Source: an optimization exercise on an open RTL-to-GDS flow (aim: small area, a short achievable clock period and few clock cycles per item). Production flows keep margins and buffers that such runs may drop. Only simulation tests tie the RTL to the original design; equivalence was not proved.

==> flow/design.v <==
`timescale 1ns/1ps
module kmeans_top #(
    parameter int num_pixels = 100,
    parameter int iterations = 3
) (
    input  logic                clk,
    input  logic                reset,
    input  logic                start,
    output logic [16-1:0]   pixel_addr,
    input  logic signed [16-1:0] a_data,
    input  logic                cluster_id_rdata,
    input  logic                rgb_dark,
    output logic                cluster_id_we,
    output logic                cluster_id_wdata,
    output logic                lab_clear,
    output logic                done_kmeans,
    output logic                done_cluster
);
    localparam int SW = 16;    
    localparam int AW = 7;               
    localparam int QW = 16;              
    localparam int RW = 7;               
    localparam int TW = RW + QW;         
    localparam logic [1:0] M_IDLE = 2'd0;
    localparam logic [1:0] M_RD   = 2'd1;    
    localparam logic [1:0] M_DV   = 2'd2;    
    localparam logic [1:0] M_IL   = 2'd3;    
    localparam logic [AW-1:0] LAST   = AW'(num_pixels - 1);
    localparam logic [AW-1:0] DV_JMP = AW'(128 - QW - 3);
    localparam logic [QW-1:0] C0U = QW'(0 + 32768);
    localparam logic [QW-1:0] C1U = QW'(5 + 32768);
    logic [1:0]    mode;
    logic          pass2;
    logic [AW-1:0] addr;
    logic          ph;       
    logic          ilf;      
    logic          dv, dvf;  
    logic          lv, lvf;  
    logic [SW-1:0] u_q;
    logic          lab_q, labn_q, sn_q, id_q, dark_q;
    logic [TW-1:0] acc0, acc1;
    logic [AW-1:0] n0, n1;
    logic [QW+1:0] v;
    logic          fin1_q;   
    logic          fin_q;    
    logic          divstep;  
    logic          we_q, wd_q, lc_q, dk_q, dc_q;
    assign pixel_addr       = {{(16-AW){1'b0}}, addr};
    assign cluster_id_we    = we_q;
    assign cluster_id_wdata = wd_q;
    assign lab_clear        = lc_q;
    assign done_kmeans      = dk_q;
    assign done_cluster     = dc_q;
    logic [SW-1:0] u_in;
    logic          sel;
    assign u_in = {~a_data[SW-1], a_data[SW-2:0]};
    assign sel  = (n1 > n0);
    logic idle, vclr;
    assign idle    = (mode == M_IDLE);
    assign vclr    = divstep && (&addr[3:0]);
    function automatic logic [TW-1:0] dstep(
        input logic [TW-1:0] s,
        input logic [AW-1:0] den
    );
        logic [RW:0]   r2;
        logic [RW+1:0] t;
        r2 = s[TW-1:QW-1];
        t  = {1'b0, r2} - {2'b00, den};
        if (!t[RW+1])
            dstep = {t[RW-1:0], s[QW-2:0], 1'b1};
        else
            dstep = {r2[RW-1:0], s[QW-2:0], 1'b0};
    endfunction
    logic [TW-1:0] ds0, ds1;
    assign ds0 = dstep(acc0, n0);
    assign ds1 = dstep(acc1, n1);
    function automatic logic [QW-1:0] due_bits(input logic [QW-1:0] c);
        for (int i = 0; i < QW; i++)
            due_bits[i] = c[(QW + 14 - i) % QW];
    endfunction
    localparam logic [QW-1:0] C0D = due_bits(C0U);
    localparam logic [QW-1:0] C1D = due_bits(C1U);
    logic       b0, b1, bq0, bq1;
    assign b0 = (n0 == '0) ? C0D[addr[3:0]] : ds0[0];
    assign b1 = (n1 == '0) ? C1D[addr[3:0]] : ds1[0];
    logic kq0, kq1;
    logic x0, x1, x2;
    assign x0 = !fin_q & (bq0 ^ bq1);
    assign x1 = fin_q ? (kq0 ^ kq1) : (bq0 & bq1);
    assign x2 = fin_q & kq0 & kq1;
    logic [QW:0] vt, vinc, vpre;
    logic        vc1;
    assign vt = v[QW:0];
    assign vc1 = (vt[0] & x1) | x2;
    assign vpre[0] = 1'b0;
    assign vpre[1] = vc1;
    for (genvar i = 2; i <= QW; i++)
    begin : g_vpre
        assign vpre[i] = vc1 & (&vt[i-1:1]);
    end
    assign vinc = {vt[QW:1] ^ vpre[QW:1], vt[0] ^ x1};
    logic [TW-1:0] acc_sum0, acc_sum1;
    assign acc_sum0 = acc0 + TW'(u_q);
    assign acc_sum1 = acc1 + TW'(u_q);
    always_ff @(posedge clk)
    begin
        u_q    <= u_in;
        lab_q  <= (u_in > v[QW+1:2]);
        labn_q <= !(u_in > v[QW+1:2]);
        sn_q   <= (a_data < (-10));
        id_q   <= cluster_id_rdata;
        dark_q <= rgb_dark;
    end
    always_ff @(posedge clk)
    begin
        if (idle || fin_q)
        begin
            acc0 <= '0;
            acc1 <= '0;
            n0   <= '0;
            n1   <= '0;
        end
        else if (divstep)
        begin
            acc0 <= ds0;
            acc1 <= ds1;
        end
        else if (lv && !lvf)
        begin
            if (lab_q)
                acc1 <= acc_sum1;
            else
                acc0 <= acc_sum0;
            if (mode != M_IL || sn_q)
            begin
                if (labn_q)
                    n0 <= n0 + 1'b1;
                else
                    n1 <= n1 + 1'b1;
            end
        end
        if (divstep)
        begin
            bq0 <= b0;
            bq1 <= b1;
        end
        if (fin1_q)
        begin
            kq0 <= (n0 != '0) && !acc0[QW-1] && (|acc0[TW-1:QW]);
            kq1 <= (n1 != '0) && !acc1[QW-1] && (|acc1[TW-1:QW]);
        end
        if (idle)
            v <= {({1'b0, C0U} + {1'b0, C1U}), 1'b0};
        else if (vclr)
            v <= '0;
        else if (divstep || fin1_q || fin_q)
            v <= {vinc, x0};
    end
    always_ff @(posedge clk)
    begin
        if (reset)
        begin
            mode  <= M_IDLE;
            pass2 <= 1'b0;
            addr  <= '0;
            ph    <= 1'b0;
            ilf   <= 1'b0;
            dv    <= 1'b0;
            dvf   <= 1'b0;
            lv    <= 1'b0;
            lvf   <= 1'b0;
            fin1_q <= 1'b0;
            fin_q <= 1'b0;
            divstep <= 1'b0;
            we_q  <= 1'b0;
            wd_q  <= 1'b0;
            lc_q  <= 1'b0;
            dk_q  <= 1'b0;
            dc_q  <= 1'b0;
        end
        else
        begin
            lv    <= dv;
            lvf   <= dvf;
            dv    <= 1'b0;
            dvf   <= 1'b0;
            fin1_q <= 1'b0;
            fin_q <= fin1_q;
            divstep <= 1'b0;
            we_q  <= 1'b0;
            lc_q  <= 1'b0;
            case (mode)
                M_IDLE:
                    if (start)
                    begin
                        dv    <= 1'b1;
                        addr  <= addr + 1'b1;
                        mode  <= M_RD;
                        pass2 <= 1'b0;
                        dk_q  <= 1'b0;
                        dc_q  <= 1'b0;
                    end
                M_RD:
                begin
                    dv <= 1'b1;
                    if (addr == LAST)
                    begin
                        addr <= DV_JMP;
                        mode <= M_DV;
                    end
                    else
                        addr <= addr + 1'b1;
                end
                M_DV:
                begin
                    addr    <= addr + 1'b1;
                    divstep <= (addr >= DV_JMP + 1'b1) && (addr <= 7'd125);
                    fin1_q  <= (addr == 7'd126);
                    if (&addr)
                    begin
                        pass2 <= 1'b1;
                        ph    <= 1'b0;
                        ilf   <= 1'b0;
                        mode  <= pass2 ? M_IL : M_RD;
                    end
                end
                default:  
                begin
                    ph <= ~ph;
                    if (!ph)
                    begin
                        dv   <= (addr <= LAST);
                        dvf  <= ilf;
                        addr <= (addr == '0) ? LAST : addr - 1'b1;
                        if (lv)
                        begin
                            we_q <= 1'b1;
                            if (lvf)
                            begin
                                wd_q <= ~(id_q ^ sel);
                                lc_q <= (id_q ^ sel) | dark_q;
                                dk_q <= 1'b1;
                            end
                            else
                                wd_q <= !labn_q;
                        end
                    end
                    else
                    begin
                        if (addr == LAST)
                        begin
                            if (dk_q)
                            begin
                                addr <= '0;
                                dc_q <= 1'b1;
                                mode <= M_IDLE;
                            end
                            else
                                addr <= AW'(1);
                        end
                        else if (!ilf && addr == LAST - 1'b1)
                        begin
                            addr <= '0;
                            ilf  <= 1'b1;
                        end
                        else
                            addr <= addr + 2'd2;
                    end
                end
            endcase
        end
    end
endmodule
export LEC_CHECK = 0
export ABC_AREA = 1
export CAP_MARGIN = 20
export CORE_MARGIN = 2
export CORE_UTILIZATION = 40
export CTS_BUF_LIST = sky130_fd_sc_hd__clkbuf_8
export SETUP_SLACK_MARGIN = 3.5
export SLEW_MARGIN = 20
create_clock -name core_clock -period 5.5 [get_ports {clk}]
standard.sh (not shown) runs the stock make flow with config.mk's settings and CLKGATE_MAP_FILE= SYNTH_SCRIPT=/design/flow/synth_recipe.tcl, a recipe that flattens the netlist after the stock synthesis.
==> flow/flow/run.sh <==
#!/bin/bash
set -euo pipefail
bash standard.sh finish "BUFFER_PORTS_ARGS=-buffer_cell sky130_fd_sc_hd__buf_4" \
    > standard_flow.log 2>&1
Testbench counts at the start, summed over its fixed seeds: cycles 30,728, jobs 48.
Next try:
--- a/flow/design.v
+++ b/flow/design.v
@@ -25,9 +25,9 @@
     localparam logic [1:0] M_RD   = 2'd1;    
     localparam logic [1:0] M_DV   = 2'd2;    
     localparam logic [1:0] M_IL   = 2'd3;    
     localparam logic [AW-1:0] LAST   = AW'(num_pixels - 1);
-    localparam logic [AW-1:0] DV_JMP = AW'(128 - QW - 3);
+    localparam logic [AW-1:0] DV_JMP = AW'(128 - QW - 4);
     localparam logic [QW-1:0] C0U = QW'(0 + 32768);
     localparam logic [QW-1:0] C1U = QW'(5 + 32768);
     logic [1:0]    mode;
     logic          pass2;
@@ -37,9 +37,14 @@
     logic          dv, dvf;  
     logic          lv, lvf;  
     logic [SW-1:0] u_q;
     logic          lab_q, labn_q, sn_q, id_q, dark_q;
+    logic [QW-1:0] lo0, lo1;
+    logic [RW-1:0] hi0, hi1;
+    logic          c0, c1;
     logic [TW-1:0] acc0, acc1;
+    assign acc0 = {hi0 + RW'(c0), lo0};
+    assign acc1 = {hi1 + RW'(c1), lo1};
     logic [AW-1:0] n0, n1;
     logic [QW+1:0] v;
     logic          fin1_q;   
     logic          fin_q;    
@@ -71,10 +76,10 @@
         else
             dstep = {r2[RW-1:0], s[QW-2:0], 1'b0};
     endfunction
     logic [TW-1:0] ds0, ds1;
-    assign ds0 = dstep(acc0, n0);
-    assign ds1 = dstep(acc1, n1);
+    assign ds0 = dstep({hi0, lo0}, n0);
+    assign ds1 = dstep({hi1, lo1}, n1);
     function automatic logic [QW-1:0] due_bits(input logic [QW-1:0] c);
         for (int i = 0; i < QW; i++)
             due_bits[i] = c[(QW + 14 - i) % QW];
     endfunction
@@ -98,11 +103,11 @@
     begin : g_vpre
         assign vpre[i] = vc1 & (&vt[i-1:1]);
     end
     assign vinc = {vt[QW:1] ^ vpre[QW:1], vt[0] ^ x1};
-    logic [TW-1:0] acc_sum0, acc_sum1;
-    assign acc_sum0 = acc0 + TW'(u_q);
-    assign acc_sum1 = acc1 + TW'(u_q);
+    logic [QW:0] acc_sum0, acc_sum1;
+    assign acc_sum0 = {1'b0, lo0} + {1'b0, u_q};
+    assign acc_sum1 = {1'b0, lo1} + {1'b0, u_q};
     always_ff @(posedge clk)
     begin
         u_q    <= u_in;
         lab_q  <= (u_in > v[QW+1:2]);
@@ -114,24 +119,33 @@
     always_ff @(posedge clk)
     begin
         if (idle || fin_q)
         begin
-            acc0 <= '0;
-            acc1 <= '0;
+            {hi0, c0, lo0} <= '0;
+            {hi1, c1, lo1} <= '0;
             n0   <= '0;
             n1   <= '0;
         end
         else if (divstep)
         begin
-            acc0 <= ds0;
-            acc1 <= ds1;
-        end
-        else if (lv && !lvf)
+            {hi0, lo0} <= ds0;
+            {hi1, lo1} <= ds1;
+            c0 <= 1'b0;
+            c1 <= 1'b0;
+        end
+        else
+        begin
+            hi0 <= acc0[TW-1:QW];
+            hi1 <= acc1[TW-1:QW];
+            c0  <= 1'b0;
+            c1  <= 1'b0;
+        end
+        if (lv && !lvf)
         begin
             if (lab_q)
-                acc1 <= acc_sum1;
+                {c1, lo1} <= acc_sum1;
             else
-                acc0 <= acc_sum0;
+                {c0, lo0} <= acc_sum0;
             if (mode != M_IL || sn_q)
             begin
                 if (labn_q)
                     n0 <= n0 + 1'b1;
@@ -145,10 +159,10 @@
             bq1 <= b1;
         end
         if (fin1_q)
         begin
-            kq0 <= (n0 != '0) && !acc0[QW-1] && (|acc0[TW-1:QW]);
-            kq1 <= (n1 != '0) && !acc1[QW-1] && (|acc1[TW-1:QW]);
+            kq0 <= (n0 != '0) && !lo0[QW-1] && (|hi0);
+            kq1 <= (n1 != '0) && !lo1[QW-1] && (|hi1);
         end
         if (idle)
             v <= {({1'b0, C0U} + {1'b0, C1U}), 1'b0};
         else if (vclr)
@@ -213,9 +227,9 @@
                 end
                 M_DV:
                 begin
                     addr    <= addr + 1'b1;
-                    divstep <= (addr >= DV_JMP + 1'b1) && (addr <= 7'd125);
+                    divstep <= (addr >= DV_JMP + 2'd2) && (addr <= 7'd125);
                     fin1_q  <= (addr == 7'd126);
                     if (&addr)
                     begin
                         pass2 <= 1'b1;
After rerunning:
- utilization drops by 2.1 points
- wire length shrinks by about a fifth
- fmax barely changes
- design area shrinks by roughly a tenth
- hold slack improved by 0.0065 ns
Testbench counts after the change, summed over its fixed seeds: cycles 30,824, jobs 48.

## port drivers added, routing unchanged
The flow's constraints put no driver on any port. The routed layouts listed below were extracted and timed again, unchanged, in two steps.
Step 1 sets driving cells, clkbuf_16 on the clock port and buf_2 on the other inputs (assumed; they add their load-dependent delay and slew).
Step 2 times the ports against the registers' clock, not the clock port: input delays grow and output delays shrink by t, the midpoint of the rising clock arrivals with the driver on.
a / b / c = ideal ports / drivers / drivers and shift; a / b = the first two.
run	shift t [ns]	slack for setup (ns)	hold WS [ns]	slew at the worst register clock pin (ns)	worst slew at a driven data input, ns
the first run	0.490	3.469 / 3.425 / 3.230	0.406 / 0.406 / 0.406	0.08 / 0.08	0.04
the second run	0.485	3.466 / 3.426 / 3.224	0.413 / 0.413 / 0.413	0.08 / 0.08	0.04
After both steps setup and hold are still met in every run listed. For the second run, which loses most, drivers alone change the setup slack by -0.040 ns; drivers and shift together by -0.242 ns.
